Source: an optimization exercise on an open RTL-to-GDS flow (aim: small area). Production flows keep margins and buffers that such runs may drop. Function was checked by simulation only, so behaviour that the tests miss may differ from the original. Power is estimated from default activity; no workload was simulated.

<file path="config.mk">
export PLATFORM = sky130hd
export DESIGN_NAME = servo_pwm_sweep_generator
export DESIGN_NICKNAME = servo_pwm_sweep_generator
export VERILOG_FILES = /design/flow/design.v
export SDC_FILE = /design/flow/constraint.sdc
export NUM_CORES = 4
export LEC_CHECK = 0
export CAP_MARGIN = 20
export CORE_MARGIN = 2
export CORE_UTILIZATION = 40
export CTS_BUF_LIST = sky130_fd_sc_hd__clkbuf_8
export SLEW_MARGIN = 20
export SYNTH_HIERARCHICAL = 1
</file>
<file path="constraint.sdc">
create_clock -name core_clock -period 12.0 [get_ports {clk}]
set_input_delay 2.4000 -clock core_clock [delete_from_list [all_inputs] [get_ports {clk}]]
set_output_delay 2.4000 -clock core_clock [all_outputs]
set_load 0.01 [all_outputs]
</file>
<file path="design.v">
package spwm_pkg;
  localparam int ANGLE_W = 8;
  localparam int SPAN_W  = 12;
  localparam int TICK_W  = 16;
  localparam int PPS_W   = 8;
  localparam int PROD_W  = ANGLE_W + SPAN_W;
  localparam int S91_W   = 19;
  localparam int DEFAULT_MAX_ANGLE = 180;
  localparam logic [TICK_W-1:0] PERIOD_RST    = 16'd20000;
  localparam logic [TICK_W-1:0] MIN_PULSE_RST = 16'd500;
  localparam logic [SPAN_W-1:0] SPAN_RST      = 12'd1900;
  localparam logic [PPS_W-1:0]  PPS_RST       = 8'd50;
  localparam logic [S91_W-1:0]  S91_RST       = 19'd172900;   
  typedef enum logic [1:0] {
    CFG_PERIOD    = 2'd0,
    CFG_MIN_PULSE = 2'd1,
    CFG_SPAN      = 2'd2,
    CFG_PPS       = 2'd3
  } cfg_idx_t;
  typedef enum logic {
    FUNC_TICK = 1'b0,
    FUNC_MOVE = 1'b1
  } func_t;
endpackage
import spwm_pkg::*;
module spwm_width (
  input  logic [ANGLE_W-1:0] angle,
  input  logic [18:0]        s91,
  input  logic [TICK_W-1:0]  min_pulse,
  input  logic [TICK_W-1:0]  period_n,      
  output logic [TICK_W-1:0]  high_width_n   
);
  wire pp1, pp2, pp3, pp4, pp5, pp6, pp7, pp8, pp9, pp10, pp11, pp12, pp13, pp14, pp15, pp16, pp17, pp18, pp19, pp20, pp21, pp22, pp23, pp24, pp25, pp26, pp27, pp28, pp29, pp30, pp31, pp32, pp33, pp34, pp35, pp36, pp37, pp38, pp39, pp40, pp41, pp42, pp43, pp44, pp45, pp46, pp47, pp48, pp49, pp50, pp51, pp52, pp53, pp54, pp55, pp56, pp57, pp58, pp59, pp60, pp61, pp62, pp63, pp64, pp65, pp66, pp67, pp68, pp69, pp70, pp71, pp72, pp73, pp74, pp75, pp76, pp77, pp78, pp79, pp80, pp81, pp82, pp83, pp84, pp85, pp86, pp87, pp88, pp89, pp90, pp91, pp92, pp93, pp94, pp95, pp96, pp97, pp98, pp99, pp100, pp101, pp102, pp103, pp104, pp105, pp106, pp107, pp108, pp109, pp110, pp111, pp112, pp113, pp114, pp115, pp116, pp117, pp118, pp119, pp120, pp121, pp122, pp123, pp124, pp125, pp126, pp127, pp128, pp129, pp130, pp131, pp132, pp133, pp134, hs135, hc136, fs137, fc138, fs139, fc140, fs141, fc142, fs143, fc144, fs145, fc146, fs147, fc148, fs149, fc150, fs151, fc152, fs153, fc154, fs155, fc156, fs157, fc158, fs159, fc160, hs161, hc162, hs163, hc164, fs165, fc166, hs167, hc168, fs169, fc170, fs171, fc172, fs173, fc174, fs175, fc176, fs177, fc178, fs179, fc180, fs181, fc182, fs183, fc184, fs185, fc186, fs187, fc188, fs189, fc190, fs191, fc192, fs193, fc194, fs195, fc196, fs197, fc198, fs199, fc200, fs201, fc202, fs203, fc204, fs205, fc206, fs207, fc208, fs209, fc210, fs211, fc212, fs213, fc214, fs215, fc216, fs217, fc218, fs219, fc220, fs221, fc222, fs223, fc224, fs225, fc226, fs227, fc228, fs229, fc230, hs231, hc232, fs233, fc234, fs235, fc236, fs237, fc238, fs239, fc240, fs241, fc242, fs243, fc244, fs245, fc246, fs247, fc248, fs249, fc250, fs251, fc252, fs253, fc254, fs255, fc256, fs257, fc258, fs259, fc260, fs261, fc262, fs263, fc264, fs265, fc266, fs267, fc268, fs269, fc270, hs271, hc272, fs273, fc274, fs275, fc276, fs277, fc278, fs279, fc280, fs281, fc282, fs283, fc284, fs285, fc286, fs287, fc288, fs289, fc290, fs291, fc292, fs293, fc294, fs295, fc296, fs297, fc298, fs299, fc300, fs301, fc302, fs303, fc304, fs305, fc306, fs307, fc308, fs309, fc310, fs311, fc312, fs313, fc314;
  assign pp1 = ~(angle[0] & s91[0]);
  assign pp2 = ~(angle[0] & s91[1]);
  assign pp3 = ~(angle[0] & s91[2]);
  assign pp4 = ~(angle[0] & s91[3]);
  assign pp5 = ~(angle[0] & s91[4]);
  assign pp6 = ~(angle[0] & s91[5]);
  assign pp7 = ~(angle[0] & s91[6]);
  assign pp8 = ~(angle[0] & s91[7]);
  assign pp9 = ~(angle[0] & s91[8]);
  assign pp10 = ~(angle[0] & s91[9]);
  assign pp11 = ~(angle[0] & s91[10]);
  assign pp12 = ~(angle[0] & s91[11]);
  assign pp13 = ~(angle[0] & s91[12]);
  assign pp14 = ~(angle[0] & s91[13]);
  assign pp15 = ~(angle[0] & s91[14]);
  assign pp16 = ~(angle[0] & s91[15]);
  assign pp17 = ~(angle[0] & s91[16]);
  assign pp18 = ~(angle[0] & s91[17]);
  assign pp19 = ~(angle[0] & s91[18]);
  assign pp20 = ~(angle[1] & s91[0]);
  assign pp21 = ~(angle[1] & s91[1]);
  assign pp22 = ~(angle[1] & s91[2]);
  assign pp23 = ~(angle[1] & s91[3]);
  assign pp24 = ~(angle[1] & s91[4]);
  assign pp25 = ~(angle[1] & s91[5]);
  assign pp26 = ~(angle[1] & s91[6]);
  assign pp27 = ~(angle[1] & s91[7]);
  assign pp28 = ~(angle[1] & s91[8]);
  assign pp29 = ~(angle[1] & s91[9]);
  assign pp30 = ~(angle[1] & s91[10]);
  assign pp31 = ~(angle[1] & s91[11]);
  assign pp32 = ~(angle[1] & s91[12]);
  assign pp33 = ~(angle[1] & s91[13]);
  assign pp34 = ~(angle[1] & s91[14]);
  assign pp35 = ~(angle[1] & s91[15]);
  assign pp36 = ~(angle[1] & s91[16]);
  assign pp37 = ~(angle[1] & s91[17]);
  assign pp38 = ~(angle[1] & s91[18]);
  assign pp39 = ~(angle[2] & s91[0]);
  assign pp40 = ~(angle[2] & s91[1]);
  assign pp41 = ~(angle[2] & s91[2]);
  assign pp42 = ~(angle[2] & s91[3]);
  assign pp43 = ~(angle[2] & s91[4]);
  assign pp44 = ~(angle[2] & s91[5]);
  assign pp45 = ~(angle[2] & s91[6]);
  assign pp46 = ~(angle[2] & s91[7]);
  assign pp47 = ~(angle[2] & s91[8]);
  assign pp48 = ~(angle[2] & s91[9]);
  assign pp49 = ~(angle[2] & s91[10]);
  assign pp50 = ~(angle[2] & s91[11]);
  assign pp51 = ~(angle[2] & s91[12]);
  assign pp52 = ~(angle[2] & s91[13]);
  assign pp53 = ~(angle[2] & s91[14]);
  assign pp54 = ~(angle[2] & s91[15]);
  assign pp55 = ~(angle[2] & s91[16]);
  assign pp56 = ~(angle[2] & s91[17]);
  assign pp57 = ~(angle[2] & s91[18]);
  assign pp58 = ~(angle[3] & s91[0]);
  assign pp59 = ~(angle[3] & s91[1]);
  assign pp60 = ~(angle[3] & s91[2]);
  assign pp61 = ~(angle[3] & s91[3]);
  assign pp62 = ~(angle[3] & s91[4]);
  assign pp63 = ~(angle[3] & s91[5]);
  assign pp64 = ~(angle[3] & s91[6]);
  assign pp65 = ~(angle[3] & s91[7]);
  assign pp66 = ~(angle[3] & s91[8]);
  assign pp67 = ~(angle[3] & s91[9]);
  assign pp68 = ~(angle[3] & s91[10]);
  assign pp69 = ~(angle[3] & s91[11]);
  assign pp70 = ~(angle[3] & s91[12]);
  assign pp71 = ~(angle[3] & s91[13]);
  assign pp72 = ~(angle[3] & s91[14]);
  assign pp73 = ~(angle[3] & s91[15]);
  assign pp74 = ~(angle[3] & s91[16]);
  assign pp75 = ~(angle[3] & s91[17]);
  assign pp76 = ~(angle[3] & s91[18]);
  assign pp77 = ~(angle[4] & s91[0]);
  assign pp78 = ~(angle[4] & s91[1]);
  assign pp79 = ~(angle[4] & s91[2]);
  assign pp80 = ~(angle[4] & s91[3]);
  assign pp81 = ~(angle[4] & s91[4]);
  assign pp82 = ~(angle[4] & s91[5]);
  assign pp83 = ~(angle[4] & s91[6]);
  assign pp84 = ~(angle[4] & s91[7]);
  assign pp85 = ~(angle[4] & s91[8]);
  assign pp86 = ~(angle[4] & s91[9]);
  assign pp87 = ~(angle[4] & s91[10]);
  assign pp88 = ~(angle[4] & s91[11]);
  assign pp89 = ~(angle[4] & s91[12]);
  assign pp90 = ~(angle[4] & s91[13]);
  assign pp91 = ~(angle[4] & s91[14]);
  assign pp92 = ~(angle[4] & s91[15]);
  assign pp93 = ~(angle[4] & s91[16]);
  assign pp94 = ~(angle[4] & s91[17]);
  assign pp95 = ~(angle[4] & s91[18]);
  assign pp96 = ~(angle[5] & s91[0]);
  assign pp97 = ~(angle[5] & s91[1]);
  assign pp98 = ~(angle[5] & s91[2]);
  assign pp99 = ~(angle[5] & s91[3]);
  assign pp100 = ~(angle[5] & s91[4]);
  assign pp101 = ~(angle[5] & s91[5]);
  assign pp102 = ~(angle[5] & s91[6]);
  assign pp103 = ~(angle[5] & s91[7]);
  assign pp104 = ~(angle[5] & s91[8]);
  assign pp105 = ~(angle[5] & s91[9]);
  assign pp106 = ~(angle[5] & s91[10]);
  assign pp107 = ~(angle[5] & s91[11]);
  assign pp108 = ~(angle[5] & s91[12]);
  assign pp109 = ~(angle[5] & s91[13]);
  assign pp110 = ~(angle[5] & s91[14]);
  assign pp111 = ~(angle[5] & s91[15]);
  assign pp112 = ~(angle[5] & s91[16]);
  assign pp113 = ~(angle[5] & s91[17]);
  assign pp114 = ~(angle[5] & s91[18]);
  assign pp115 = ~(angle[6] & s91[0]);
  assign pp116 = ~((angle[7] & s91[0]) | (angle[6] & s91[1]));
  assign pp117 = ~((angle[7] & s91[1]) | (angle[6] & s91[2]));
  assign pp118 = ~((angle[7] & s91[2]) | (angle[6] & s91[3]));
  assign pp119 = ~((angle[7] & s91[3]) | (angle[6] & s91[4]));
  assign pp120 = ~((angle[7] & s91[4]) | (angle[6] & s91[5]));
  assign pp121 = ~((angle[7] & s91[5]) | (angle[6] & s91[6]));
  assign pp122 = ~((angle[7] & s91[6]) | (angle[6] & s91[7]));
  assign pp123 = ~((angle[7] & s91[7]) | (angle[6] & s91[8]));
  assign pp124 = ~((angle[7] & s91[8]) | (angle[6] & s91[9]));
  assign pp125 = ~((angle[7] & s91[9]) | (angle[6] & s91[10]));
  assign pp126 = ~((angle[7] & s91[10]) | (angle[6] & s91[11]));
  assign pp127 = ~((angle[7] & s91[11]) | (angle[6] & s91[12]));
  assign pp128 = ~((angle[7] & s91[12]) | (angle[6] & s91[13]));
  assign pp129 = ~((angle[7] & s91[13]) | (angle[6] & s91[14]));
  assign pp130 = ~((angle[7] & s91[14]) | (angle[6] & s91[15]));
  assign pp131 = ~((angle[7] & s91[15]) | (angle[6] & s91[16]));
  assign pp132 = ~((angle[7] & s91[16]) | (angle[6] & s91[17]));
  assign pp133 = ~((angle[7] & s91[17]) | (angle[6] & s91[18]));
  assign pp134 = ~(angle[7] & s91[18]);
  assign hs135 = ~(pp7 ^ pp25);
  assign hc136 = pp7 | pp25;
  spwm_fa u_fs137 (.a(pp8), .b(pp26), .ci(pp44), .s(fs137), .co(fc138));
  spwm_fa u_fs139 (.a(pp9), .b(pp27), .ci(pp45), .s(fs139), .co(fc140));
  spwm_fa u_fs141 (.a(pp10), .b(pp28), .ci(pp46), .s(fs141), .co(fc142));
  spwm_fa u_fs143 (.a(pp11), .b(pp29), .ci(pp47), .s(fs143), .co(fc144));
  spwm_fa u_fs145 (.a(pp12), .b(pp30), .ci(pp48), .s(fs145), .co(fc146));
  spwm_fa u_fs147 (.a(pp13), .b(pp31), .ci(pp49), .s(fs147), .co(fc148));
  spwm_fa u_fs149 (.a(pp14), .b(pp32), .ci(pp50), .s(fs149), .co(fc150));
  spwm_fa u_fs151 (.a(pp15), .b(pp33), .ci(pp51), .s(fs151), .co(fc152));
  spwm_fa u_fs153 (.a(pp16), .b(pp34), .ci(pp52), .s(fs153), .co(fc154));
  spwm_fa u_fs155 (.a(pp17), .b(pp35), .ci(pp53), .s(fs155), .co(fc156));
  spwm_fa u_fs157 (.a(pp18), .b(pp36), .ci(pp54), .s(fs157), .co(fc158));
  spwm_fa u_fs159 (.a(pp19), .b(pp37), .ci(pp55), .s(fs159), .co(fc160));
  assign hs161 = ~(pp38 ^ pp56);
  assign hc162 = pp38 | pp56;
  assign hs163 = ~(pp5 ^ pp23);
  assign hc164 = pp5 | pp23;
  spwm_fa u_fs165 (.a(pp6), .b(pp24), .ci(pp42), .s(fs165), .co(fc166));
  assign hs167 = ~(pp60 ^ pp78);
  assign hc168 = pp60 | pp78;
  spwm_fa u_fs169 (.a(pp43), .b(pp61), .ci(pp79), .s(fs169), .co(fc170));
  spwm_fa u_fs171 (.a(pp97), .b(pp115), .ci(hs135), .s(fs171), .co(fc172));
  spwm_fa u_fs173 (.a(pp62), .b(pp80), .ci(pp98), .s(fs173), .co(fc174));
  spwm_fa u_fs175 (.a(pp116), .b(fs137), .ci(hc136), .s(fs175), .co(fc176));
  spwm_fa u_fs177 (.a(pp63), .b(pp81), .ci(pp99), .s(fs177), .co(fc178));
  spwm_fa u_fs179 (.a(pp117), .b(fs139), .ci(fc138), .s(fs179), .co(fc180));
  spwm_fa u_fs181 (.a(pp64), .b(pp82), .ci(pp100), .s(fs181), .co(fc182));
  spwm_fa u_fs183 (.a(pp118), .b(fs141), .ci(fc140), .s(fs183), .co(fc184));
  spwm_fa u_fs185 (.a(pp65), .b(pp83), .ci(pp101), .s(fs185), .co(fc186));
  spwm_fa u_fs187 (.a(pp119), .b(fs143), .ci(fc142), .s(fs187), .co(fc188));
  spwm_fa u_fs189 (.a(pp66), .b(pp84), .ci(pp102), .s(fs189), .co(fc190));
  spwm_fa u_fs191 (.a(pp120), .b(fs145), .ci(fc144), .s(fs191), .co(fc192));
  spwm_fa u_fs193 (.a(pp67), .b(pp85), .ci(pp103), .s(fs193), .co(fc194));
  spwm_fa u_fs195 (.a(pp121), .b(fs147), .ci(fc146), .s(fs195), .co(fc196));
  spwm_fa u_fs197 (.a(pp68), .b(pp86), .ci(pp104), .s(fs197), .co(fc198));
  spwm_fa u_fs199 (.a(pp122), .b(fs149), .ci(fc148), .s(fs199), .co(fc200));
  spwm_fa u_fs201 (.a(pp69), .b(pp87), .ci(pp105), .s(fs201), .co(fc202));
  spwm_fa u_fs203 (.a(pp123), .b(fs151), .ci(fc150), .s(fs203), .co(fc204));
  spwm_fa u_fs205 (.a(pp70), .b(pp88), .ci(pp106), .s(fs205), .co(fc206));
  spwm_fa u_fs207 (.a(pp124), .b(fs153), .ci(fc152), .s(fs207), .co(fc208));
  spwm_fa u_fs209 (.a(pp71), .b(pp89), .ci(pp107), .s(fs209), .co(fc210));
  spwm_fa u_fs211 (.a(pp125), .b(fs155), .ci(fc154), .s(fs211), .co(fc212));
  spwm_fa u_fs213 (.a(pp72), .b(pp90), .ci(pp108), .s(fs213), .co(fc214));
  spwm_fa u_fs215 (.a(pp126), .b(fs157), .ci(fc156), .s(fs215), .co(fc216));
  spwm_fa u_fs217 (.a(pp73), .b(pp91), .ci(pp109), .s(fs217), .co(fc218));
  spwm_fa u_fs219 (.a(pp127), .b(fs159), .ci(fc158), .s(fs219), .co(fc220));
  spwm_fa u_fs221 (.a(pp74), .b(pp92), .ci(pp110), .s(fs221), .co(fc222));
  spwm_fa u_fs223 (.a(pp128), .b(hs161), .ci(fc160), .s(fs223), .co(fc224));
  spwm_fa u_fs225 (.a(pp57), .b(pp75), .ci(pp93), .s(fs225), .co(fc226));
  spwm_fa u_fs227 (.a(pp111), .b(pp129), .ci(hc162), .s(fs227), .co(fc228));
  spwm_fa u_fs229 (.a(pp76), .b(pp94), .ci(pp112), .s(fs229), .co(fc230));
  assign hs231 = ~(pp4 ^ pp22);
  assign hc232 = pp4 | pp22;
  spwm_fa u_fs233 (.a(pp41), .b(pp59), .ci(pp77), .s(fs233), .co(fc234));
  spwm_fa u_fs235 (.a(pp96), .b(fs165), .ci(hs167), .s(fs235), .co(fc236));
  spwm_fa u_fs237 (.a(fs169), .b(fs171), .ci(fc166), .s(fs237), .co(fc238));
  spwm_fa u_fs239 (.a(fs173), .b(fs175), .ci(fc170), .s(fs239), .co(fc240));
  spwm_fa u_fs241 (.a(fs177), .b(fs179), .ci(fc174), .s(fs241), .co(fc242));
  spwm_fa u_fs243 (.a(fs181), .b(fs183), .ci(fc178), .s(fs243), .co(fc244));
  spwm_fa u_fs245 (.a(fs185), .b(fs187), .ci(fc182), .s(fs245), .co(fc246));
  spwm_fa u_fs247 (.a(fs189), .b(fs191), .ci(fc186), .s(fs247), .co(fc248));
  spwm_fa u_fs249 (.a(fs193), .b(fs195), .ci(fc190), .s(fs249), .co(fc250));
  spwm_fa u_fs251 (.a(fs197), .b(fs199), .ci(fc194), .s(fs251), .co(fc252));
  spwm_fa u_fs253 (.a(fs201), .b(fs203), .ci(fc198), .s(fs253), .co(fc254));
  spwm_fa u_fs255 (.a(fs205), .b(fs207), .ci(fc202), .s(fs255), .co(fc256));
  spwm_fa u_fs257 (.a(fs209), .b(fs211), .ci(fc206), .s(fs257), .co(fc258));
  spwm_fa u_fs259 (.a(fs213), .b(fs215), .ci(fc210), .s(fs259), .co(fc260));
  spwm_fa u_fs261 (.a(fs217), .b(fs219), .ci(fc214), .s(fs261), .co(fc262));
  spwm_fa u_fs263 (.a(fs221), .b(fs223), .ci(fc218), .s(fs263), .co(fc264));
  spwm_fa u_fs265 (.a(fs225), .b(fs227), .ci(fc222), .s(fs265), .co(fc266));
  spwm_fa u_fs267 (.a(pp130), .b(fs229), .ci(fc226), .s(fs267), .co(fc268));
  spwm_fa u_fs269 (.a(pp95), .b(pp113), .ci(pp131), .s(fs269), .co(fc270));
  assign hs271 = ~(pp3 ^ pp21);
  assign hc272 = pp3 | pp21;
  spwm_fa u_fs273 (.a(pp40), .b(pp58), .ci(hs231), .s(fs273), .co(fc274));
  spwm_fa u_fs275 (.a(hs163), .b(fs233), .ci(hc232), .s(fs275), .co(fc276));
  spwm_fa u_fs277 (.a(hc164), .b(fs235), .ci(fc234), .s(fs277), .co(fc278));
  spwm_fa u_fs279 (.a(hc168), .b(fs237), .ci(fc236), .s(fs279), .co(fc280));
  spwm_fa u_fs281 (.a(fc172), .b(fs239), .ci(fc238), .s(fs281), .co(fc282));
  spwm_fa u_fs283 (.a(fc176), .b(fs241), .ci(fc240), .s(fs283), .co(fc284));
  spwm_fa u_fs285 (.a(fc180), .b(fs243), .ci(fc242), .s(fs285), .co(fc286));
  spwm_fa u_fs287 (.a(fc184), .b(fs245), .ci(fc244), .s(fs287), .co(fc288));
  spwm_fa u_fs289 (.a(fc188), .b(fs247), .ci(fc246), .s(fs289), .co(fc290));
  spwm_fa u_fs291 (.a(fc192), .b(fs249), .ci(fc248), .s(fs291), .co(fc292));
  spwm_fa u_fs293 (.a(fc196), .b(fs251), .ci(fc250), .s(fs293), .co(fc294));
  spwm_fa u_fs295 (.a(fc200), .b(fs253), .ci(fc252), .s(fs295), .co(fc296));
  spwm_fa u_fs297 (.a(fc204), .b(fs255), .ci(fc254), .s(fs297), .co(fc298));
  spwm_fa u_fs299 (.a(fc208), .b(fs257), .ci(fc256), .s(fs299), .co(fc300));
  spwm_fa u_fs301 (.a(fc212), .b(fs259), .ci(fc258), .s(fs301), .co(fc302));
  spwm_fa u_fs303 (.a(fc216), .b(fs261), .ci(fc260), .s(fs303), .co(fc304));
  spwm_fa u_fs305 (.a(fc220), .b(fs263), .ci(fc262), .s(fs305), .co(fc306));
  spwm_fa u_fs307 (.a(fc224), .b(fs265), .ci(fc264), .s(fs307), .co(fc308));
  spwm_fa u_fs309 (.a(fc228), .b(fs267), .ci(fc266), .s(fs309), .co(fc310));
  spwm_fa u_fs311 (.a(fc230), .b(fs269), .ci(fc268), .s(fs311), .co(fc312));
  spwm_fa u_fs313 (.a(pp114), .b(pp132), .ci(fc270), .s(fs313), .co(fc314));
  wire [25:0] ra = {~pp134, ~pp133, ~fs313, ~fs311, ~fs309, ~fs307, ~fs305, ~fs303, ~fs301, ~fs299, ~fs297, ~fs295, ~fs293, ~fs291, ~fs289, ~fs287, ~fs285, ~fs283, ~fs281, ~fs279, ~fs277, ~fs275, ~fs273, ~pp39, ~pp2, ~pp1};
  wire [25:0] rb = {1'b0, ~fc314, ~fc312, ~fc310, ~fc308, ~fc306, ~fc304, ~fc302, ~fc300, ~fc298, ~fc296, ~fc294, ~fc292, ~fc290, ~fc288, ~fc286, ~fc284, ~fc282, ~fc280, ~fc278, ~fc276, ~fc274, ~hc272, ~hs271, ~pp20, 1'b0};
  wire [26:0] v;
  wire vag0_0 = ra[0] & rb[0];
  wire vap0_0 = ra[0] ^ rb[0];
  wire vag1_1 = ra[1] & rb[1];
  wire vap1_1 = ra[1] ^ rb[1];
  wire vag2_2 = ra[2] & rb[2];
  wire vap2_2 = ra[2] ^ rb[2];
  wire vag3_3 = ra[3] & rb[3];
  wire vap3_3 = ra[3] ^ rb[3];
  wire vag4_4 = ra[4] & rb[4];
  wire vap4_4 = ra[4] ^ rb[4];
  wire vag5_5 = ra[5] & rb[5];
  wire vap5_5 = ra[5] ^ rb[5];
  wire vag6_6 = ra[6] & rb[6];
  wire vap6_6 = ra[6] ^ rb[6];
  wire vag7_7 = ra[7] & rb[7];
  wire vap7_7 = ra[7] ^ rb[7];
  wire vag8_8 = ra[8] & rb[8];
  wire vap8_8 = ra[8] ^ rb[8];
  wire vag9_9 = ra[9] & rb[9];
  wire vap9_9 = ra[9] ^ rb[9];
  wire vag10_10 = ra[10] & rb[10];
  wire vap10_10 = ra[10] ^ rb[10];
  wire vag11_11 = ra[11] & rb[11];
  wire vap11_11 = ra[11] ^ rb[11];
  wire vag12_12 = ra[12] & rb[12];
  wire vap12_12 = ra[12] ^ rb[12];
  wire vag13_13 = ra[13] & rb[13];
  wire vap13_13 = ra[13] ^ rb[13];
  wire vag14_14 = ra[14] & rb[14];
  wire vap14_14 = ra[14] ^ rb[14];
  wire vag15_15 = ra[15] & rb[15];
  wire vap15_15 = ra[15] ^ rb[15];
  wire vag16_16 = ra[16] & rb[16];
  wire vap16_16 = ra[16] ^ rb[16];
  wire vag17_17 = ra[17] & rb[17];
  wire vap17_17 = ra[17] ^ rb[17];
  wire vag18_18 = ra[18] & rb[18];
  wire vap18_18 = ra[18] ^ rb[18];
  wire vag19_19 = ra[19] & rb[19];
  wire vap19_19 = ra[19] ^ rb[19];
  wire vag20_20 = ra[20] & rb[20];
  wire vap20_20 = ra[20] ^ rb[20];
  wire vag21_21 = ra[21] & rb[21];
  wire vap21_21 = ra[21] ^ rb[21];
  wire vag22_22 = ra[22] & rb[22];
  wire vap22_22 = ra[22] ^ rb[22];
  wire vag23_23 = ra[23] & rb[23];
  wire vap23_23 = ra[23] ^ rb[23];
  wire vag24_24 = ra[24] & rb[24];
  wire vap24_24 = ra[24] ^ rb[24];
  wire vag25_25 = ra[25] & rb[25];
  wire vap25_25 = ra[25] ^ rb[25];
  wire vag0_1 = vag1_1 | (vap1_1 & vag0_0);
  wire vap0_1 = vap1_1 & vap0_0;
  wire vag2_3 = vag3_3 | (vap3_3 & vag2_2);
  wire vap2_3 = vap3_3 & vap2_2;
  wire vag4_5 = vag5_5 | (vap5_5 & vag4_4);
  wire vap4_5 = vap5_5 & vap4_4;
  wire vag6_7 = vag7_7 | (vap7_7 & vag6_6);
  wire vap6_7 = vap7_7 & vap6_6;
  wire vag8_9 = vag9_9 | (vap9_9 & vag8_8);
  wire vap8_9 = vap9_9 & vap8_8;
  wire vag10_11 = vag11_11 | (vap11_11 & vag10_10);
  wire vap10_11 = vap11_11 & vap10_10;
  wire vag12_13 = vag13_13 | (vap13_13 & vag12_12);
  wire vap12_13 = vap13_13 & vap12_12;
  wire vag14_15 = vag15_15 | (vap15_15 & vag14_14);
  wire vap14_15 = vap15_15 & vap14_14;
  wire vag16_17 = vag17_17 | (vap17_17 & vag16_16);
  wire vap16_17 = vap17_17 & vap16_16;
  wire vag18_19 = vag19_19 | (vap19_19 & vag18_18);
  wire vap18_19 = vap19_19 & vap18_18;
  wire vag20_21 = vag21_21 | (vap21_21 & vag20_20);
  wire vap20_21 = vap21_21 & vap20_20;
  wire vag22_23 = vag23_23 | (vap23_23 & vag22_22);
  wire vap22_23 = vap23_23 & vap22_22;
  wire vag24_25 = vag25_25 | (vap25_25 & vag24_24);
  wire vap24_25 = vap25_25 & vap24_24;
  wire vag0_3 = vag2_3 | (vap2_3 & vag0_1);
  wire vap0_3 = vap2_3 & vap0_1;
  wire vag4_7 = vag6_7 | (vap6_7 & vag4_5);
  wire vap4_7 = vap6_7 & vap4_5;
  wire vag8_11 = vag10_11 | (vap10_11 & vag8_9);
  wire vap8_11 = vap10_11 & vap8_9;
  wire vag12_15 = vag14_15 | (vap14_15 & vag12_13);
  wire vap12_15 = vap14_15 & vap12_13;
  wire vag16_19 = vag18_19 | (vap18_19 & vag16_17);
  wire vap16_19 = vap18_19 & vap16_17;
  wire vag20_23 = vag22_23 | (vap22_23 & vag20_21);
  wire vap20_23 = vap22_23 & vap20_21;
  wire vag0_7 = vag4_7 | (vap4_7 & vag0_3);
  wire vap0_7 = vap4_7 & vap0_3;
  wire vag8_15 = vag12_15 | (vap12_15 & vag8_11);
  wire vap8_15 = vap12_15 & vap8_11;
  wire vag16_23 = vag20_23 | (vap20_23 & vag16_19);
  wire vap16_23 = vap20_23 & vap16_19;
  wire vag0_15 = vag8_15 | (vap8_15 & vag0_7);
  wire vap0_15 = vap8_15 & vap0_7;
  wire vag0_23 = vag16_23 | (vap16_23 & vag0_15);
  wire vap0_23 = vap16_23 & vap0_15;
  wire vag0_11 = vag8_11 | (vap8_11 & vag0_7);
  wire vap0_11 = vap8_11 & vap0_7;
  wire vag0_19 = vag16_19 | (vap16_19 & vag0_15);
  wire vap0_19 = vap16_19 & vap0_15;
  wire vag0_5 = vag4_5 | (vap4_5 & vag0_3);
  wire vap0_5 = vap4_5 & vap0_3;
  wire vag0_9 = vag8_9 | (vap8_9 & vag0_7);
  wire vap0_9 = vap8_9 & vap0_7;
  wire vag0_13 = vag12_13 | (vap12_13 & vag0_11);
  wire vap0_13 = vap12_13 & vap0_11;
  wire vag0_17 = vag16_17 | (vap16_17 & vag0_15);
  wire vap0_17 = vap16_17 & vap0_15;
  wire vag0_21 = vag20_21 | (vap20_21 & vag0_19);
  wire vap0_21 = vap20_21 & vap0_19;
  wire vag0_25 = vag24_25 | (vap24_25 & vag0_23);
  wire vap0_25 = vap24_25 & vap0_23;
  wire vag0_2 = vag2_2 | (vap2_2 & vag0_1);
  wire vap0_2 = vap2_2 & vap0_1;
  wire vag0_4 = vag4_4 | (vap4_4 & vag0_3);
  wire vap0_4 = vap4_4 & vap0_3;
  wire vag0_6 = vag6_6 | (vap6_6 & vag0_5);
  wire vap0_6 = vap6_6 & vap0_5;
  wire vag0_8 = vag8_8 | (vap8_8 & vag0_7);
  wire vap0_8 = vap8_8 & vap0_7;
  wire vag0_10 = vag10_10 | (vap10_10 & vag0_9);
  wire vap0_10 = vap10_10 & vap0_9;
  wire vag0_12 = vag12_12 | (vap12_12 & vag0_11);
  wire vap0_12 = vap12_12 & vap0_11;
  wire vag0_14 = vag14_14 | (vap14_14 & vag0_13);
  wire vap0_14 = vap14_14 & vap0_13;
  wire vag0_16 = vag16_16 | (vap16_16 & vag0_15);
  wire vap0_16 = vap16_16 & vap0_15;
  wire vag0_18 = vag18_18 | (vap18_18 & vag0_17);
  wire vap0_18 = vap18_18 & vap0_17;
  wire vag0_20 = vag20_20 | (vap20_20 & vag0_19);
  wire vap0_20 = vap20_20 & vap0_19;
  wire vag0_22 = vag22_22 | (vap22_22 & vag0_21);
  wire vap0_22 = vap22_22 & vap0_21;
  wire vag0_24 = vag24_24 | (vap24_24 & vag0_23);
  wire vap0_24 = vap24_24 & vap0_23;
  assign v = {vag0_25, vap25_25 ^ vag0_24, vap24_24 ^ vag0_23, vap23_23 ^ vag0_22, vap22_22 ^ vag0_21, vap21_21 ^ vag0_20, vap20_20 ^ vag0_19, vap19_19 ^ vag0_18, vap18_18 ^ vag0_17, vap17_17 ^ vag0_16, vap16_16 ^ vag0_15, vap15_15 ^ vag0_14, vap14_14 ^ vag0_13, vap13_13 ^ vag0_12, vap12_12 ^ vag0_11, vap11_11 ^ vag0_10, vap10_10 ^ vag0_9, vap9_9 ^ vag0_8, vap8_8 ^ vag0_7, vap7_7 ^ vag0_6, vap6_6 ^ vag0_5, vap5_5 ^ vag0_4, vap4_4 ^ vag0_3, vap3_3 ^ vag0_2, vap2_2 ^ vag0_1, vap1_1 ^ vag0_0, vap0_0 ^ 1'b0};
  wire [11:0] h = v[25:14];
  wire [11:0] l = v[13:2];
  wire [11:0] g1 = h & l;
  wire [11:0] p1 = h | l;
  wire [5:0]  g2, p2;
  wire [2:0]  g3, p3;
  for (genvar k = 0; k < 6; k++) begin : g_t2
    assign g2[k] = g1[2*k+1] | (p1[2*k+1] & g1[2*k]);
    assign p2[k] = p1[2*k+1] & p1[2*k];
  end
  for (genvar k = 0; k < 3; k++) begin : g_t3
    assign g3[k] = g2[2*k+1] | (p2[2*k+1] & g2[2*k]);
    assign p3[k] = p2[2*k+1] & p2[2*k];
  end
  wire c = g3[2] | (p3[2] & (g3[1] | (p3[1] & (g3[0] | p3[0]))));
  wire [16:0] sum;
  wire sag0_0 = min_pulse[0] & h[0];
  wire sap0_0 = min_pulse[0] ^ h[0];
  wire sag1_1 = min_pulse[1] & h[1];
  wire sap1_1 = min_pulse[1] ^ h[1];
  wire sag2_2 = min_pulse[2] & h[2];
  wire sap2_2 = min_pulse[2] ^ h[2];
  wire sag3_3 = min_pulse[3] & h[3];
  wire sap3_3 = min_pulse[3] ^ h[3];
  wire sag4_4 = min_pulse[4] & h[4];
  wire sap4_4 = min_pulse[4] ^ h[4];
  wire sag5_5 = min_pulse[5] & h[5];
  wire sap5_5 = min_pulse[5] ^ h[5];
  wire sag6_6 = min_pulse[6] & h[6];
  wire sap6_6 = min_pulse[6] ^ h[6];
  wire sag7_7 = min_pulse[7] & h[7];
  wire sap7_7 = min_pulse[7] ^ h[7];
  wire sag8_8 = min_pulse[8] & h[8];
  wire sap8_8 = min_pulse[8] ^ h[8];
  wire sag9_9 = min_pulse[9] & h[9];
  wire sap9_9 = min_pulse[9] ^ h[9];
  wire sag10_10 = min_pulse[10] & h[10];
  wire sap10_10 = min_pulse[10] ^ h[10];
  wire sag11_11 = min_pulse[11] & h[11];
  wire sap11_11 = min_pulse[11] ^ h[11];
  wire sag12_12 = min_pulse[12] & 1'b0;
  wire sap12_12 = min_pulse[12] ^ 1'b0;
  wire sag13_13 = min_pulse[13] & 1'b0;
  wire sap13_13 = min_pulse[13] ^ 1'b0;
  wire sag14_14 = min_pulse[14] & 1'b0;
  wire sap14_14 = min_pulse[14] ^ 1'b0;
  wire sag15_15 = min_pulse[15] & 1'b0;
  wire sap15_15 = min_pulse[15] ^ 1'b0;
  wire sag0_1 = sag1_1 | (sap1_1 & sag0_0);
  wire sap0_1 = sap1_1 & sap0_0;
  wire sag2_3 = sag3_3 | (sap3_3 & sag2_2);
  wire sap2_3 = sap3_3 & sap2_2;
  wire sag4_5 = sag5_5 | (sap5_5 & sag4_4);
  wire sap4_5 = sap5_5 & sap4_4;
  wire sag6_7 = sag7_7 | (sap7_7 & sag6_6);
  wire sap6_7 = sap7_7 & sap6_6;
  wire sag8_9 = sag9_9 | (sap9_9 & sag8_8);
  wire sap8_9 = sap9_9 & sap8_8;
  wire sag10_11 = sag11_11 | (sap11_11 & sag10_10);
  wire sap10_11 = sap11_11 & sap10_10;
  wire sag12_13 = sag13_13 | (sap13_13 & sag12_12);
  wire sap12_13 = sap13_13 & sap12_12;
  wire sag14_15 = sag15_15 | (sap15_15 & sag14_14);
  wire sap14_15 = sap15_15 & sap14_14;
  wire sag0_3 = sag2_3 | (sap2_3 & sag0_1);
  wire sap0_3 = sap2_3 & sap0_1;
  wire sag4_7 = sag6_7 | (sap6_7 & sag4_5);
  wire sap4_7 = sap6_7 & sap4_5;
  wire sag8_11 = sag10_11 | (sap10_11 & sag8_9);
  wire sap8_11 = sap10_11 & sap8_9;
  wire sag12_15 = sag14_15 | (sap14_15 & sag12_13);
  wire sap12_15 = sap14_15 & sap12_13;
  wire sag0_7 = sag4_7 | (sap4_7 & sag0_3);
  wire sap0_7 = sap4_7 & sap0_3;
  wire sag8_15 = sag12_15 | (sap12_15 & sag8_11);
  wire sap8_15 = sap12_15 & sap8_11;
  wire sag0_15 = sag8_15 | (sap8_15 & sag0_7);
  wire sap0_15 = sap8_15 & sap0_7;
  wire sag0_11 = sag8_11 | (sap8_11 & sag0_7);
  wire sap0_11 = sap8_11 & sap0_7;
  wire sag0_5 = sag4_5 | (sap4_5 & sag0_3);
  wire sap0_5 = sap4_5 & sap0_3;
  wire sag0_9 = sag8_9 | (sap8_9 & sag0_7);
  wire sap0_9 = sap8_9 & sap0_7;
  wire sag0_13 = sag12_13 | (sap12_13 & sag0_11);
  wire sap0_13 = sap12_13 & sap0_11;
  wire sag0_2 = sag2_2 | (sap2_2 & sag0_1);
  wire sap0_2 = sap2_2 & sap0_1;
  wire sag0_4 = sag4_4 | (sap4_4 & sag0_3);
  wire sap0_4 = sap4_4 & sap0_3;
  wire sag0_6 = sag6_6 | (sap6_6 & sag0_5);
  wire sap0_6 = sap6_6 & sap0_5;
  wire sag0_8 = sag8_8 | (sap8_8 & sag0_7);
  wire sap0_8 = sap8_8 & sap0_7;
  wire sag0_10 = sag10_10 | (sap10_10 & sag0_9);
  wire sap0_10 = sap10_10 & sap0_9;
  wire sag0_12 = sag12_12 | (sap12_12 & sag0_11);
  wire sap0_12 = sap12_12 & sap0_11;
  wire sag0_14 = sag14_14 | (sap14_14 & sag0_13);
  wire sap0_14 = sap14_14 & sap0_13;
  assign sum = {(sag0_15 | (sap0_15 & c)), sap15_15 ^ (sag0_14 | (sap0_14 & c)), sap14_14 ^ (sag0_13 | (sap0_13 & c)), sap13_13 ^ (sag0_12 | (sap0_12 & c)), sap12_12 ^ (sag0_11 | (sap0_11 & c)), sap11_11 ^ (sag0_10 | (sap0_10 & c)), sap10_10 ^ (sag0_9 | (sap0_9 & c)), sap9_9 ^ (sag0_8 | (sap0_8 & c)), sap8_8 ^ (sag0_7 | (sap0_7 & c)), sap7_7 ^ (sag0_6 | (sap0_6 & c)), sap6_6 ^ (sag0_5 | (sap0_5 & c)), sap5_5 ^ (sag0_4 | (sap0_4 & c)), sap4_4 ^ (sag0_3 | (sap0_3 & c)), sap3_3 ^ (sag0_2 | (sap0_2 & c)), sap2_2 ^ (sag0_1 | (sap0_1 & c)), sap1_1 ^ (sag0_0 | (sap0_0 & c)), sap0_0 ^ c};
  wire [16:0] rs;
  wire [16:0] rc;
  spwm_ha u_room0 (.a(period_n[0]), .b(min_pulse[0]), .s(rs[0]), .co(rc[1]));
  for (genvar k = 1; k < 16; k++) begin : g_room
    spwm_fa u_room (.a(period_n[k]), .b(min_pulse[k]), .ci(rc[k]), .s(rs[k]), .co(rc[k+1]));
  end
  assign rs[16] = rc[16];
  wire        room_neg = rs[16];
  wire        room_big = ~&rs[15:12];
  wire [12:0] gt;
  assign gt[0] = 1'b0;
  for (genvar k = 0; k < 12; k++) begin : g_gt
    assign gt[k+1] = (h[k] & rs[k]) | (h[k] & gt[k]) | (rs[k] & gt[k]);
  end
  wire        h_gt = gt[12];
  wire        h_eq = &(h ^ rs[11:0]);
  wire        over = room_neg | (!room_big & (h_gt | (c & h_eq)));
  assign high_width_n = over ? period_n : ~sum[15:0];
endmodule
module spwm_fa (
  input  logic a,
  input  logic b,
  input  logic ci,
  output logic s,
  output logic co
);
  assign s  = a ^ b ^ ci;
  assign co = (a & b) | (ci & (a ^ b));
endmodule
module spwm_ha (
  input  logic a,
  input  logic b,
  output logic s,
  output logic co
);
  assign s  = a ^ b;
  assign co = a & b;
endmodule
module spwm_maj (
  input  logic a,
  input  logic b,
  input  logic c,
  output logic y
);
  assign y = (a & b) | (a & c) | (b & c);
endmodule
import spwm_pkg::*;
module servo_pwm_sweep_generator (
  input  logic        clk,
  input  logic        rst_n,
  input  logic        in_tvalid,
  output logic        in_tready,
  input  logic [15:0] in_tdata,
  input  logic        in_tuser,
  output logic        out_tvalid,
  input  logic        out_tready,
  output logic [15:0] out_tdata,
  input  logic        cfg_valid,
  output logic        cfg_ready,
  input  logic [1:0]  cfg_index,
  input  logic [15:0] cfg_data
);
  function automatic logic [7:0] step8(input logic [7:0] a, input logic up,
                                       input logic en);
    logic [7:0] r;
    logic       c;
    integer     i;
    begin
      c = en;
      for (i = 0; i < 8; i = i + 1) begin
        r[i] = a[i] ^ c;
        c    = c & ~(a[i] ^ up);
      end
      step8 = r;
    end
  endfunction
  function automatic logic [7:0] clamp180(input logic [7:0] x);
    logic gt;
    begin
      gt = x[7] & (x[6] | (x[5] & x[4] & (x[3] | (x[2] & (x[1] | x[0])))));
      clamp180 = gt ? 8'd180 : x;
    end
  endfunction
  logic [S91_W-1:0] s91_new;
  wire ts1, tc2, ts3, tc4, ts5, tc6, ts7, tc8, ts9, tc10, ts11, tc12;
  wire ts13, tc14, ts15, tc16, ts17, tc18, ts19, tc20, ts21, tc22, ts23, tc24;
  wire ts25, tc26, ts27, tc28, ts29, tc30, ts31, tc32, ts33, tc34, ts35, tc36;
  wire ts37, tc38, ts39, tc40, ts41, tc42, ts43, tc44, ts45, tc46, ts47, tc48;
  wire ts49, tc50, ts51, tc52, ts53, tc54, ts55, tc56, ts57, tc58, ts59, tc60;
  wire ts61, tc62, ts63, tc64, ts65, tc66, ts67, tc68, ts69, tc70, ts71, tc72;
  wire ts73, tc74, ts75, tc76, ts77, tc78, ts79, tc80, ts81, tc82, ts83, tc84;
  wire ts85, tc86, ts87, tc88, ts89, tc90, ts91, tc92, ts93, tc94, ts95, tc96;
  spwm_ha u_ts1 (.a(cfg_data[0]), .b(cfg_data[2]), .s(ts1), .co(tc2));
  spwm_fa u_ts3 (.a(cfg_data[1]), .b(cfg_data[3]), .ci(cfg_data[4]), .s(ts3), .co(tc4));
  spwm_fa u_ts5 (.a(cfg_data[2]), .b(cfg_data[4]), .ci(cfg_data[5]), .s(ts5), .co(tc6));
  spwm_fa u_ts7 (.a(cfg_data[3]), .b(cfg_data[5]), .ci(cfg_data[6]), .s(ts7), .co(tc8));
  spwm_fa u_ts9 (.a(cfg_data[4]), .b(cfg_data[6]), .ci(cfg_data[7]), .s(ts9), .co(tc10));
  spwm_fa u_ts11 (.a(cfg_data[5]), .b(cfg_data[7]), .ci(cfg_data[8]), .s(ts11), .co(tc12));
  spwm_ha u_ts13 (.a(cfg_data[6]), .b(cfg_data[8]), .s(ts13), .co(tc14));
  spwm_ha u_ts15 (.a(cfg_data[0]), .b(cfg_data[1]), .s(ts15), .co(tc16));
  spwm_fa u_ts17 (.a(cfg_data[1]), .b(cfg_data[2]), .ci(cfg_data[4]), .s(ts17), .co(tc18));
  spwm_fa u_ts19 (.a(cfg_data[3]), .b(cfg_data[5]), .ci(cfg_data[6]), .s(ts19), .co(tc20));
  spwm_fa u_ts21 (.a(cfg_data[6]), .b(cfg_data[7]), .ci(ts3), .s(ts21), .co(tc22));
  spwm_fa u_ts23 (.a(cfg_data[7]), .b(cfg_data[8]), .ci(ts5), .s(ts23), .co(tc24));
  spwm_fa u_ts25 (.a(cfg_data[8]), .b(cfg_data[9]), .ci(ts7), .s(ts25), .co(tc26));
  spwm_fa u_ts27 (.a(cfg_data[9]), .b(cfg_data[10]), .ci(ts9), .s(ts27), .co(tc28));
  spwm_fa u_ts29 (.a(cfg_data[10]), .b(cfg_data[11]), .ci(ts11), .s(ts29), .co(tc30));
  spwm_fa u_ts31 (.a(cfg_data[9]), .b(cfg_data[11]), .ci(ts13), .s(ts31), .co(tc32));
  spwm_fa u_ts33 (.a(cfg_data[7]), .b(cfg_data[9]), .ci(cfg_data[10]), .s(ts33), .co(tc34));
  spwm_ha u_ts35 (.a(cfg_data[8]), .b(cfg_data[10]), .s(ts35), .co(tc36));
  spwm_ha u_ts37 (.a(cfg_data[0]), .b(cfg_data[2]), .s(ts37), .co(tc38));
  spwm_fa u_ts39 (.a(cfg_data[3]), .b(cfg_data[4]), .ci(ts15), .s(ts39), .co(tc40));
  spwm_fa u_ts41 (.a(cfg_data[5]), .b(ts17), .ci(tc16), .s(ts41), .co(tc42));
  spwm_fa u_ts43 (.a(ts1), .b(ts19), .ci(tc18), .s(ts43), .co(tc44));
  spwm_fa u_ts45 (.a(tc2), .b(ts21), .ci(tc20), .s(ts45), .co(tc46));
  spwm_fa u_ts47 (.a(tc4), .b(ts23), .ci(tc22), .s(ts47), .co(tc48));
  spwm_fa u_ts49 (.a(tc6), .b(ts25), .ci(tc24), .s(ts49), .co(tc50));
  spwm_fa u_ts51 (.a(tc8), .b(ts27), .ci(tc26), .s(ts51), .co(tc52));
  spwm_fa u_ts53 (.a(tc10), .b(ts29), .ci(tc28), .s(ts53), .co(tc54));
  spwm_fa u_ts55 (.a(tc12), .b(ts31), .ci(tc30), .s(ts55), .co(tc56));
  spwm_fa u_ts57 (.a(tc14), .b(ts33), .ci(tc32), .s(ts57), .co(tc58));
  spwm_fa u_ts59 (.a(cfg_data[11]), .b(ts35), .ci(tc34), .s(ts59), .co(tc60));
  spwm_fa u_ts61 (.a(cfg_data[9]), .b(cfg_data[11]), .ci(tc36), .s(ts61), .co(tc62));
  spwm_ha u_ts63 (.a(cfg_data[0]), .b(cfg_data[1]), .s(ts63), .co(tc64));
  spwm_fa u_ts65 (.a(cfg_data[1]), .b(cfg_data[2]), .ci(tc64), .s(ts65), .co(tc66));
  spwm_fa u_ts67 (.a(cfg_data[3]), .b(ts37), .ci(tc66), .s(ts67), .co(tc68));
  spwm_fa u_ts69 (.a(ts39), .b(tc38), .ci(tc68), .s(ts69), .co(tc70));
  spwm_fa u_ts71 (.a(ts41), .b(tc40), .ci(tc70), .s(ts71), .co(tc72));
  spwm_fa u_ts73 (.a(ts43), .b(tc42), .ci(tc72), .s(ts73), .co(tc74));
  spwm_fa u_ts75 (.a(ts45), .b(tc44), .ci(tc74), .s(ts75), .co(tc76));
  spwm_fa u_ts77 (.a(ts47), .b(tc46), .ci(tc76), .s(ts77), .co(tc78));
  spwm_fa u_ts79 (.a(ts49), .b(tc48), .ci(tc78), .s(ts79), .co(tc80));
  spwm_fa u_ts81 (.a(ts51), .b(tc50), .ci(tc80), .s(ts81), .co(tc82));
  spwm_fa u_ts83 (.a(ts53), .b(tc52), .ci(tc82), .s(ts83), .co(tc84));
  spwm_fa u_ts85 (.a(ts55), .b(tc54), .ci(tc84), .s(ts85), .co(tc86));
  spwm_fa u_ts87 (.a(ts57), .b(tc56), .ci(tc86), .s(ts87), .co(tc88));
  spwm_fa u_ts89 (.a(ts59), .b(tc58), .ci(tc88), .s(ts89), .co(tc90));
  spwm_fa u_ts91 (.a(ts61), .b(tc60), .ci(tc90), .s(ts91), .co(tc92));
  spwm_fa u_ts93 (.a(cfg_data[10]), .b(tc62), .ci(tc92), .s(ts93), .co(tc94));
  spwm_ha u_ts95 (.a(cfg_data[11]), .b(tc94), .s(ts95), .co(tc96));
  assign s91_new = {tc96, ts95, ts93, ts91, ts89, ts87, ts85, ts83, ts81, ts79, ts77, ts75, ts73, ts71, ts69, ts67, ts65, ts63, cfg_data[0]};
  logic [TICK_W-1:0]  period_n, min_pulse_r;
  logic [S91_W-1:0]   s91_r;      
  logic [PPS_W-1:0]   pps_n;
  logic [TICK_W-1:0]  tick_r;
  logic [PPS_W-1:0]   pcount_r;
  logic [ANGLE_W-1:0] angle_r, goal_n;
  logic [TICK_W-1:0]  width_n;
  logic               moving_r;
  logic               out_valid_r, pin_r, reject_r, stepped_r;
  logic               up_r;       
  logic               in_acc, is_move, move_ok, tick_mv;
  logic [ANGLE_W-1:0] start_cl, target_cl, a_step, a_load, shown;
  logic [TICK_W:0]    tick_inc;
  logic [PPS_W-1:0]   pcount_inc;
  logic               wrap, pwrap, at_goal, up, step, stop;
  logic [TICK_W-1:0]  new_width_n;
  logic               pin_lt;
  assign cfg_ready  = 1'b1;
  assign in_tready  = !out_valid_r || out_tready;
  assign in_acc     = in_tvalid && in_tready;
  assign is_move    = in_tuser;
  assign move_ok    = is_move && !moving_r;
  assign tick_mv    = !is_move && moving_r;
  assign start_cl   = clamp180(in_tdata[7:0]);
  assign target_cl  = clamp180(in_tdata[15:8]);
  logic [TICK_W:0] tick_cy;
  logic [PPS_W:0]  pcount_cy;
  assign tick_inc[0]   = ~tick_r[0];
  assign tick_cy[1]    = tick_r[0];
  assign pcount_inc[0] = ~pcount_r[0];
  assign pcount_cy[1]  = pcount_r[0];
  for (genvar i = 1; i < TICK_W; i++) begin : g_tick_inc
    spwm_ha u_ha (.a(tick_r[i]), .b(tick_cy[i]), .s(tick_inc[i]), .co(tick_cy[i+1]));
  end
  assign tick_inc[TICK_W] = tick_cy[TICK_W];
  for (genvar i = 1; i < PPS_W; i++) begin : g_pcount_inc
    spwm_ha u_ha (.a(pcount_r[i]), .b(pcount_cy[i]), .s(pcount_inc[i]), .co(pcount_cy[i+1]));
  end
  logic [TICK_W:1]    wrap_nb, pin_nb;
  logic [PPS_W:1]     pwrap_nb;
  logic [ANGLE_W:1]   up_nb;
  logic [ANGLE_W-1:0] target_n;
  assign wrap_nb[1]  = tick_inc[0] | period_n[0];
  assign pin_nb[1]   = tick_r[0] | width_n[0];
  assign pwrap_nb[1] = pcount_inc[0] | pps_n[0];
  assign up_nb[1]    = start_cl[0] | target_n[0];
  for (genvar i = 1; i < TICK_W; i++) begin : g_cmp16
    spwm_maj u_wrap (.a(tick_inc[i]), .b(period_n[i]), .c(wrap_nb[i]), .y(wrap_nb[i+1]));
    spwm_maj u_pin  (.a(tick_r[i]),   .b(width_n[i]),  .c(pin_nb[i]),  .y(pin_nb[i+1]));
  end
  for (genvar i = 1; i < PPS_W; i++) begin : g_cmp8
    spwm_maj u_pwrap (.a(pcount_inc[i]), .b(pps_n[i]),  .c(pwrap_nb[i]), .y(pwrap_nb[i+1]));
    spwm_maj u_up    (.a(start_cl[i]),   .b(target_n[i]), .c(up_nb[i]),  .y(up_nb[i+1]));
  end
  assign wrap       = tick_inc[TICK_W] | wrap_nb[TICK_W];
  assign pwrap      = pwrap_nb[PPS_W];
  assign pin_lt     = ~pin_nb[TICK_W];
  assign at_goal    = &(angle_r ^ goal_n);
  assign target_n   = ~target_cl;
  assign up         = up_r;
  assign step       = tick_mv && wrap && pwrap && !at_goal;
  assign stop       = tick_mv && wrap && pwrap && at_goal;
  assign a_step     = step8(angle_r, up, 1'b1);
  assign a_load     = is_move ? start_cl : a_step;
  spwm_width u_width (
    .angle      (a_load),
    .s91        (s91_r),
    .min_pulse  (min_pulse_r),
    .period_n   (period_n),
    .high_width_n (new_width_n)
  );
  always_ff @(posedge clk) begin
    if (!rst_n) begin
      period_n    <= ~PERIOD_RST;
      min_pulse_r <= MIN_PULSE_RST;
      s91_r       <= S91_RST;
      pps_n       <= ~PPS_RST;
    end else if (cfg_valid) begin
      case (cfg_index)
        CFG_PERIOD:    period_n    <= ~cfg_data;
        CFG_MIN_PULSE: min_pulse_r <= cfg_data;
        CFG_SPAN:      s91_r       <= s91_new;
        default:       pps_n       <= ~cfg_data[PPS_W-1:0];
      endcase
    end
  end
  always_ff @(posedge clk) begin
    if (!rst_n) begin
      moving_r    <= 1'b0;
      angle_r     <= '0;
      out_valid_r <= 1'b0;
    end else begin
      out_valid_r <= in_acc || (out_valid_r && !out_tready);
      if (in_acc) begin
        if (move_ok) begin
          moving_r <= 1'b1;
          angle_r  <= start_cl;
        end else if (stop) begin
          moving_r <= 1'b0;
        end else if (step) begin
          angle_r  <= a_step;
        end
      end
    end
  end
  always_ff @(posedge clk) begin
    if (in_acc) begin
      if (move_ok) begin
        goal_n   <= target_n;
        up_r     <= ~up_nb[ANGLE_W];
        tick_r   <= '0;
        pcount_r <= '0;
      end else if (tick_mv) begin
        if (wrap) begin
          tick_r   <= '0;
          pcount_r <= pwrap ? '0 : pcount_inc;
        end else begin
          tick_r   <= tick_inc[TICK_W-1:0];
        end
      end
      if (move_ok || step) width_n <= new_width_n;
      pin_r     <= tick_mv && pin_lt;
      reject_r  <= is_move && moving_r;
      stepped_r <= step;
    end
  end
  assign shown = step8(angle_r, !up_r, stepped_r);
  assign out_tvalid = out_valid_r;
  assign out_tdata  = {5'b0, reject_r, moving_r, shown, pin_r};
endmodule
</file>
<file path="flow/run.sh">
#!/bin/bash
# The standard layout with two changes to how it is made: the port buffers
# that buffer_ports puts on every input and output are the smallest buffer
# cell, and the clock tree uses a strong root buffer with small buffers below
# it. Each tool's full output goes to a log file of its own in this folder
# (ORFS's own step logs stay under orfs/logs/).
set -euo pipefail
export BUFFER_PORTS_ARGS="-buffer_cell sky130_fd_sc_hd__buf_1"
export CTS_ARGS="-sink_clustering_enable -repair_clock_nets -root_buf sky130_fd_sc_hd__clkbuf_16 -buf_list sky130_fd_sc_hd__clkbuf_4"
bash standard.sh finish > standard_flow.log 2>&1
</file>
<file path="standard.sh">
#!/bin/bash
# synth_recipe.tcl (not shown) runs the flow's synth.tcl, then flattens the netlist and writes it again
# the make line also repeats each setting of config.mk as NAME=value (left out here)
make -C /OpenROAD-flow-scripts/flow DESIGN_CONFIG=/design/flow/config.mk WORK_HOME=/design/flow/orfs CLKGATE_MAP_FILE= SYNTH_SCRIPT=/design/flow/synth_recipe.tcl "${@:-finish}"
</file>
==> metrics.cfg <==
[status]
status=no timing/DRC/antenna violations

[floorplanning]
core_area_um2=29600
io_pins=59
dieArea_um2=31400
start_util_pct=40.6
row_count=63
fp.dieW_um=177
die_y_um=177

[global_route]
use_met3_pct=2.41
grt_start_max_net_pins=35
use_met2_pct=29.7
busiest_layer=met2
first_global_vias=8700
overflow=0
grt_pass1_wl_um=46300
antenna_found_initial=0
track_usage_pct=18.8
grt_use_met1_pct=27.4

[finish]
final_area_um2=12800
layout-drive-gt1-share_pct=9.71
mostFrequentLayoutCells=nand2_1, fa_1, inv_1
antenna_cells=0
final_nets=1522
area_growth_pct=6.26
final.fill_count=2932
final_cells=1647
layout_commonest_cell=nand2_1

[timing]
hold_violations=0
setup_tns_ns=0
skew_ns=0.0243
slew_violations=0
fmax_mhz=95.4
finalSetupViolCount=0
rsz0062_at_grt=no
finalCriticalPeriod_ns=10.48
fin_crit_sh_pct=87.3
worstMarginPinSlew_ns=1.08
slew_headroom_pct=28.1

[yosys]
postSynthAreaPerCell_um2=9.77
post_synth_num_cell_types=79
ys_seq_area_share_pct=24.5
synth-warning-count=7
synth-async-reset-ratio_pct=0
synth_mux_area_share_pct=0.698
synth_top_area_cell=fa_1
syn_inst=1228
yosys-top-cells-area=fa_1, edfxtp_1, dfxtp_1, ha_1, nand2_1
synth_top_cell_area_share_pct=25.5
ys_seq_elements=121
synth_xor_area_share_pct=3.18
synth_top_family_by_area=adder cells
synth-edff-count=52
synth_ff_type=dfxtp_1
synthSimpleGateAreaFrac_pct=15.0
yosys.area_share.adder_pct=38.8
syn_area_um2=12000
synth_compound_gate_area_share_pct=12.0

[setup_path]
criticalPathCategory=primary input to flip-flop
worstSetupStartpointType=primary input
cpMaxStageDelayCell=fa_1
worstSetupEndpointType=flip-flop
cpMostUsedCell=fa_1
cpPeakStageDelay_ns=0.56
rrSetupSlack_ns=3.01
crit_arrival_ns=10.57
path_max_fanout=19
cp.required_ns=12.09

[clock_tree]
cts_max_path_buffers=2
cts_setup_buffers=0
cts_buffers=17
hold_buffers=0
insertion_delay_ns=0.37
cts.repair.resized=0
cts_tree=yes
clkTransAtPathRegs_ns=0.11
htreeDepth=4
clockRootBuffer=clkbuf_16
cts.sinks=121

[route]
wirelength_um=28000
drtIter0Drc=571
via_count=8740
routedWlPerCell_um=17.0
antenna_left=0
viasPerCell=5.31
firstDrtPassIters=5
drc=0

[place]
dp_hpwl_um=22300
postPlaceCellArea_um2=12500
gp_congestion=0.903
port_buffers=52
dp_cells=1615

[pwr]
power.density_nw_per_um2=303
leakage_nw=5.09
ir_drop_v=0.000210
p_total_mw=3.87

[worst_hold_path]
hold_path.class=flip-flop to flip-flop

[flow_run]
max_cap_violations=0

-- sequential cells by signal, indices dropped and copies added, names as in the netlist, 16 cells and up --
signal,cells
min_pulse_r,16
period_n,16
s91_r,19
tick_r,16
width_n,16
-- modules after synthesis, one instance, submodules excluded --
module	area, um^2	copies in the design
servo_pwm_sweep_generator	5150	1
spwm_width	3180	1
spwm_fa	20.0	140
spwm_ha	12.5	30
spwm_maj	11.3	44
-- power by group --
group          internal [mW]  switching (mW)  total (mW)
registers              0.548          0.0458       0.594
logic                   1.29            1.71        2.99
clock network          0.116           0.165       0.281
-- path summary, 6_finish.rpt --
check | from | cells past startpoint | endpoint
setup / recovery | in_tdata[2] | 32 | width_n[12]$_DFFE_PP_
hold / removal | pps_n[0]$_SDFFE_PN1P_ | 2 | pps_n[0]$_SDFFE_PN1P_
setup reg to reg | angle_r[0]$_SDFFE_PN0P_ | 28 | width_n[1]$_DFFE_PP_
hold reg to reg | pps_n[0]$_SDFFE_PN1P_ | 2 | pps_n[0]$_SDFFE_PN1P_
-- area by class of cell --
cell class / count / area (um^2) / area share (%)
Tap cell: 390 / 488 / 3.83
Multi-Input combinational cell: 950 / 8420 / 66.0
Sequential cell: 121 / 2940 / 23.1
Clock inverter: 15 / 129 / 1.01
Inverter: 87 / 327 / 2.56
Clock buffer: 17 / 145 / 1.14
Timing Repair Buffer: 67 / 308 / 2.41
-- worst max-delay path: cells and delay by family --
family	cells	cell delay (ns)
AND/OR/NAND/NOR	4	0.42
buffers and inverters	3	0.39
adder cells (fa/ha/maj)	6	2.90
AO/OA/AOI/OAI	19	4.41
-- Yosys cell counts, types with 3 or more instances --
cell	instances
nor4_1	3
buf_1	9
o2111ai_1	4
nand2b_1	12
clkbuf_1	46
o21a_1	8
buf_4	14
o22ai_1	4
nor2b_1	5
a21oi_1	62
inv_1	86
nor2_1	59
a22oi_1	19
nand2_1	218
xnor2_2	3
mux2i_1	5
ha_1	85
and2_1	40
a211oi_1	11
xor2_1	17
o21ai_2	3
nand3_1	18
maj3_2	45
or2_2	4
nand4_1	9
o211ai_1	25
edfxtp_1	52
fa_1	153
nor3_1	11
a21o_1	15
and3_1	4
mux2_2	3
o21ai_0	28
xnor2_1	21
dfxtp_1	69
a31oi_1	7
-- cells by family after synthesis --
| family | count (synthesis) |
|---|---|
| XOR/XNOR | 41 |
| adder cells (fa/ha/maj) | 285 |
| AND/OR/NAND/NOR | 399 |
| multiplexers | 8 |
| other | 2 |
| AO/OA/AOI/OAI | 211 |
| flip-flops | 121 |
| buffers and inverters | 161 |
-- layer usage --
layer / part of all wire (%) / vias to the layer above / wire [um]
met1: 49 / 4356 / 13800
li1: - / 4181 / -
met4: 1.6 / 0 / 461
met3: 3.4 / 24 / 948
met2: 46 / 179 / 12800
met5: 0 / - / 0
-- per-stage QoR --
step / setup slack, ns / hold slack, ns / utilization, %
after floorplan: 1.79 / 0.435 / -
after global placement: 1.35 / 0.458 / 42.2
after detailed placement: 1.13 / 0.468 / 42.2
after CTS: 1.54 / 0.495 / 43.1
after global routing: 0.931 / 0.537 / 43.1
final: 1.52 / 0.493 / 43.1

separate check: timing with driven ports:
The results above use ideal ports. As a check the final layout listed here was re-extracted and re-timed, cells and wires unchanged.
Step 1, drivers: a clkbuf_16 drives clk and a buf_2 each remaining input, both assumed.
Step 2, shift: input delay + t, output delay - t, t = (earliest + latest rising clock arrival at the registers) / 2. This alone moves slack from input paths to output paths.
Slacks: ideal ports / drivers / drivers and shift; pairs: ideal ports / drivers.
t (ns): 0.407
setup WS [ns]: 1.519 / 1.544 / 1.137
worst register clock-pin slew, ns: 0.13 / 0.13
worst data-port slew with drivers (ns): 0.04
After both steps setup and hold are still met in this run. The setup slack of this run moves by +0.025 ns with the drivers and by -0.382 ns with both steps.
